What follows belongs to an exercise in optimizing a design on an open flow for small area, a short achievable clock period and few clock cycles per item; a production flow would make more cautious choices. Only simulation tests tie the RTL to the original design; equivalence was not proved. Power is estimated from default activity; no workload was simulated.

==> flow/design.v (outline; a module is shown in full before it is edited, if it fits) <==
// module macc_fifo: 59 lines
// module macc_front: 56 lines
// module macc_back: 107 lines
// module macc_tree_a: 3766 lines
// module macc_tree_b: 651 lines
// module mac_accumulator_coprocessor_top: 81 lines
module mac_accumulator_coprocessor_top #(
    parameter int OUT_DEPTH = macc_pkg::OUT_DEPTH_DEF
) (
    input  logic                clk,
    input  logic                rst_n,
    input  logic                push,
    output logic                full,
    input  logic [145:0]        in_word,
    output logic                empty,
    input  logic                pop,
    output logic [40:0]         out_word
);
  // ...
==> flow/flow/run.sh <==
#!/bin/bash
# Standard layout, with timing repair asked to leave a setup margin so that
# the achieved clock period, not just the 10 ns constraint, is optimised.
set -euo pipefail
bash standard.sh SETUP_SLACK_MARGIN=6.8 finish > make_finish.log 2>&1
==> flow/standard.sh <==
#!/bin/bash
# synth_recipe.tcl (not shown) runs the flow's synth.tcl, then flattens the netlist and writes it again
# the make line also repeats each setting of config.mk as NAME=value (left out here)
make -C /OpenROAD-flow-scripts/flow DESIGN_CONFIG=/design/flow/config.mk WORK_HOME=/design/flow/orfs CLKGATE_MAP_FILE= SYNTH_SCRIPT=/design/flow/synth_recipe.tcl "${@:-finish}"
==> flow/config.mk <==
export PLATFORM = sky130hd
export DESIGN_NAME = mac_accumulator_coprocessor_top
export DESIGN_NICKNAME = mac_accumulator_coprocessor_top
export VERILOG_FILES = /design/flow/design.v
export SDC_FILE = /design/flow/constraint.sdc
export NUM_CORES = 4
export LEC_CHECK = 0
export CAP_MARGIN = 20
export CORE_MARGIN = 2
export CORE_UTILIZATION = 40
export SLEW_MARGIN = 20
==> flow/constraint.sdc <==
create_clock -name core_clock -period 10.0 [get_ports {clk}]
set_input_delay 2.0000 -clock core_clock [delete_from_list [all_inputs] [get_ports {clk}]]
set_output_delay 2.0000 -clock core_clock [all_outputs]
set_load 0.01 [all_outputs]
==> run_results.csv, run 1 <==
group,metric,value,unit
run_status,status,"finished clean",
power_and_ir_drop,clock_power_share,22.6,%
floorplan,die_h,341.6,µm
final_layout,drive_above_1_share,14.86,%
critical_path,critPathCaptureType,"register",
route,wl_met3,15.74,mm
power_and_ir_drop,powerDensity,227.0,mW/mm²
final_layout,final_common_cell,"fa_1",
power_and_ir_drop,clk-power,2.79,mW
critical_path,cp_common_cell,"fa_2",
final_layout,final_cells,6060,
critical_path,cp.depth,10,
critical_path,critical-path-top-delay-family,"adder cells",
final_layout,nNetsFinal,5543,
power_and_ir_drop,p_switching,5.080,mW
clock_tree,path_clk_slew,60,ps
critical_path,required,10580,ps
synth,synth_top_area_share,35.62,%
clock_tree,cts-hold-fix-buffers,0,
final_layout,final_core_utilization,48.18,%
synth,yosysMostFrequentCell,"fa_1",
final_layout,final_area,0.05435,mm²
sta,worst_pin_slew,1027,ps
route,detail_route.wirelength,143.4,mm
critical_path,crit_slowest_cell,"fa_2",
floorplan,initial_core_util,40.41,%
synth,synth_area_leader_cell,"fa_1",
synth,ys_top_cells_by_area,"fa_1, dfxtp_1, edfxtp_1",
floorplan,design.core.area,0.1128,mm²
critical_path,critPathBufInv,4,
Testbench counts, summed over its fixed seeds: cycles 24,024, items 24,000.
==> run 2: changes to the inputs <==
==> flow/run.sh (new file) <==
#!/bin/bash
# synth_recipe.tcl (not shown) runs the flow's synth.tcl, then flattens the netlist and writes it again
# the make line also repeats each setting of config.mk as NAME=value (left out here)
make -C /OpenROAD-flow-scripts/flow DESIGN_CONFIG=/design/flow/config.mk WORK_HOME=/design/flow/orfs CLKGATE_MAP_FILE= SYNTH_SCRIPT=/design/flow/synth_recipe.tcl finish
removed: flow/flow/run.sh
removed: flow/standard.sh
==> run_results.csv, run 2 <==
group,metric,value,unit
run_status,status,"finished clean",
clock_tree,cts_buffers,74,
final_layout,final_common_cell,"fa_1",
synth,synthXorXnorAreaFrac,0.5957,%
synth,synth_area_per_cell,10.74,µm²
placement,portBuffers,168,
synth,synth_adder_area_share,37.87,%
sta,final_max_slew_viol_count,0,
sta,fin_skew,22.49,ps
final_layout,largest_register_ffs,264,
grt,antenna_found_initial,3,
sta,max_slew_margin,14.58,%
final_layout,syn2layout_area_growth,12.94,%
grt,overflow,0,
critical_path,arrival,4550,ps
sta,worst_pin_slew,1280,ps
critical_path,crit_slowest_cell,"and2_1",
synth,yosysWarningCount,4,
final_layout,drive_above_1_share,5.336,%
clock_tree,cts_root_buffer,"clkbuf_16",
critical_path,path_cells,"buf_4 -> and2_1 -> nand2_1 -> fa_1 -> fa_1 -> fa_1 -> inv_1 -> fa_1 -> fa_1",
final_layout,regArea,0.01465,mm²
synth,ys.flop_type,"dfxtp_1",
placement,dp_hpwl,92.35,mm
power_and_ir_drop,p_leak,22.34,nW
sta,max_freq,0.2475,GHz
critical_path,critical-path-top-delay-family,"adder cells",
sta,grt_setup_unrepaired,"false",
sta,finalCriticalPeriod,4041,ps
floorplan,initial_core_util,40.41,%
synth,syn-cell-area,0.04558,mm²
power_and_ir_drop,p_seq_share,30.5,%
synth,yosys-top-cells-count,"fa_1, inv_1, nand2_1",
synth,synth_top_family_by_area,"adder cells",
floorplan,num_io_pins,193,
synth,synth_area_leader_cell,"fa_1",
synth,synth_compound_area_share,5.298,%
floorplan,die_h,341.6,µm
run,maxCapViolations,0,
power_and_ir_drop,switching_share,41.63,%
route,detail_route.wirelength,135.8,mm
floorplan,die-area,0.1167,mm²
synth,ys_ff_latch,626,
grt,grt.total_usage,23.85,%
floorplan,row_count,123,
floorplan,design.core.area,0.1128,mm²
final_layout,final_cell_mix,"fa_1, inv_1, nand2_1, and2_1, dfxtp_1",
clock_tree,postCtsSetupBuffers,0,
synth,synth_top_area_share,35.62,%
sta,fin_crit_sh,40.41,%
critical_path,critPathCaptureType,"register",
placement,place.gp.congestion,0.8554,
power_and_ir_drop,p_switching,4.874,mW
power_and_ir_drop,combPwrFrac,45.2,%
synth,ys_top_cells_by_area,"fa_1, dfxtp_1, edfxtp_1",
floorplan,die_w,341.6,µm
clock_tree,path_clk_slew,70,ps
final_layout,fillers,10468,
synth,yosysUniqueCellTypes,69,
critical_path,worst_path_largest_cell_delay,540,ps
synth,synth.area.mux_share,1.716,%
clock_tree,cts.htree.levels,3,
synth,synth_cells,4245,
critical_path,critPathBufInv,2,
route,vias_per_cell,5.101,
synth,synth-simple-area-share,14.28,%
clock_tree,cts-hold-fix-buffers,0,
sta,setup-tns-final,0,ps
critical_path,critPathLaunchType,"register",
worst_hold_path,hold_path_class,"reg -> reg",
final_layout,multi_input_comb_area,0.02726,mm²
route,drt-initial-drc-count,2442,
grt,grt_max_degree,85,
route,wl_per_cell,22.98,µm
clock_tree,postCtsResizedCells,0,
route,ant_nets,0,
synth,yosysMostFrequentCell,"fa_1",
clock_tree,cts_tree,"done",
route,post-route-drc-count,0,
grt,grt_pass1_wl,205.8,mm
power_and_ir_drop,ir_drop,0.3098,mV
final_layout,nNetsFinal,5389,
critical_path,worstSetupPathType,"reg -> reg",
synth,yosysSeqAreaShare,32.12,%
route,vias,30143,
synth,synthArstFlopShare,14.86,%
synth,synth_edf_count,164,
power_and_ir_drop,clock_power_share,24.3,%
clock_tree,cts.path.max_buffers,3,
clock_tree,clk_latency,650,ps
synth,syn_nets,5288,
sta,worst_slack,5959,ps
route,first_pass_iters,6,
power_and_ir_drop,internal_power,6.833,mW
critical_path,cp_max_fo,33,
sta,hold_viol,0,
power_and_ir_drop,powerDensity,227.4,mW/mm²
critical_path,cp_common_cell,"fa_1",
grt,grt_pass1_vias,32711,
clock_tree,cts_sinks,626,
critical_path,required,10510,ps
placement,dp_slack,5346,ps
sta,finalSetupViolations,0,
==> run 2: cell counts after synthesis <==
Identical to the previous run, type by type.
==> run 2: path summary, 6_finish.rpt <==
check / slack, ps / start / endpoint / cells past startpoint
min in group asynchronous: 1250 / rst_n / u_out_q.rd_ptr_reg[0]$_DFFE_PN0P_ / 1
setup / recovery: 5960 / u_back.s0_b_reg[15]$_SDFF_PP0_ / u_back.s1_cut_reg[206]$_DFF_P_ / 9
hold reg to reg: 410 / u_back.s0_valid_reg$_DFF_PN0_ / u_back.s1_valid_reg$_DFF_PN0_ / 0
max in group asynchronous: 7500 / rst_n / u_back.acc_c_reg[39]$_DFF_PN0_ / 2
setup reg to reg: 5960 / u_back.s0_b_reg[15]$_SDFF_PP0_ / u_back.s1_cut_reg[206]$_DFF_P_ / 9
hold / removal: 410 / u_back.s0_valid_reg$_DFF_PN0_ / u_back.s1_valid_reg$_DFF_PN0_ / 0
==> run 2: power by group through the flow <==
stage / clock network (mW) / registers (mW) / logic (mW)
3_5_place_dp: 0 / 3.63 / 5.30
3_3_place_gp: 0 / 3.61 / 5.22
6_report: 2.84 / 3.58 / 5.29
5_1_grt: 2.99 / 3.63 / 5.83
2_1_floorplan: 0 / 3.53 / 2.90
4_1_cts: 2.89 / 3.57 / 5.34
==> run 2: kinds of logic after synthesis <==
kind of cell,Yosys count
AO/OA/AOI/OAI,364
adder cells (fa/ha/maj),893
XOR/XNOR,31
multiplexers,76
AND/OR/NAND/NOR,1270
flip-flops,626
buffers and inverters,985
==> run 2: final cells by class <==
type / count / share of cell area (%)
clock buffers: 95 / 3.984
flip-flops and latches: 626 / 28.46
diodes: 5 / 0.02431
well taps: 1500 / 3.646
inverters: 774 / 5.644
multi-input cells: 2634 / 52.95
clock inverters: 39 / 1.043
repair buffers: 236 / 4.249
==> run 2: metal layers <==
layer	global-route usage (%)	share of wire, %	wire, µm
met5	0	0	0
met3	5.639	9.3	12560
met1	32.34	42	56890
met2	37.23	45	60710
met4	9.031	4.1	5630
==> run 2: per-stage QoR <==
step | util, % | cells | hold WS, ps | total power [mW] | cell area, µm²
2_1_floorplan | - | 4245 | 353.7 | 6.425 | 45580
3_3_place_gp | 43.31 | 5769 | 414.0 | 8.830 | 48860
3_5_place_dp | 43.32 | 5770 | 411.9 | 8.927 | 48870
4_1_cts | 45.62 | 5904 | 430.2 | 11.80 | 51460
5_1_grt | 45.62 | 5904 | 448.7 | 12.45 | 51470
6_report | 45.63 | 5909 | 414.5 | 11.71 | 51480

[separate check: timing with driven ports]
In the flow no input, the clock included, has a driving cell. The finished layouts below were timed again as built, in two steps.
Step 1 assumes that a clkbuf_16 drives the clock port and a buf_2 every other input.
Step 2 also shifts input and output timing later by t, the mid clock arrival at the registers, as if the neighbouring blocks saw the same clock.
a / b / c = ideal ports / drivers / drivers and shift; a / b = the first two.
run | shift t [ns] | slack for setup (ns) | latest minus earliest clock arrival (ns) | worst register clock-pin slew, ns | worst data-port slew with drivers (ns)
run 1 | 0.714 | 6.750 / 6.724 / 6.179 | 0.026 / 0.025 | 0.06 / 0.06 | 0.07
run 2 | 0.716 | 5.959 / 5.959 / 5.399 | 0.026 / 0.027 | 0.07 / 0.07 | 0.07
After both steps every run listed still meets setup and hold. The setup slack of run 1, which loses most, moves by -0.026 ns with the drivers and by -0.571 ns with both steps.
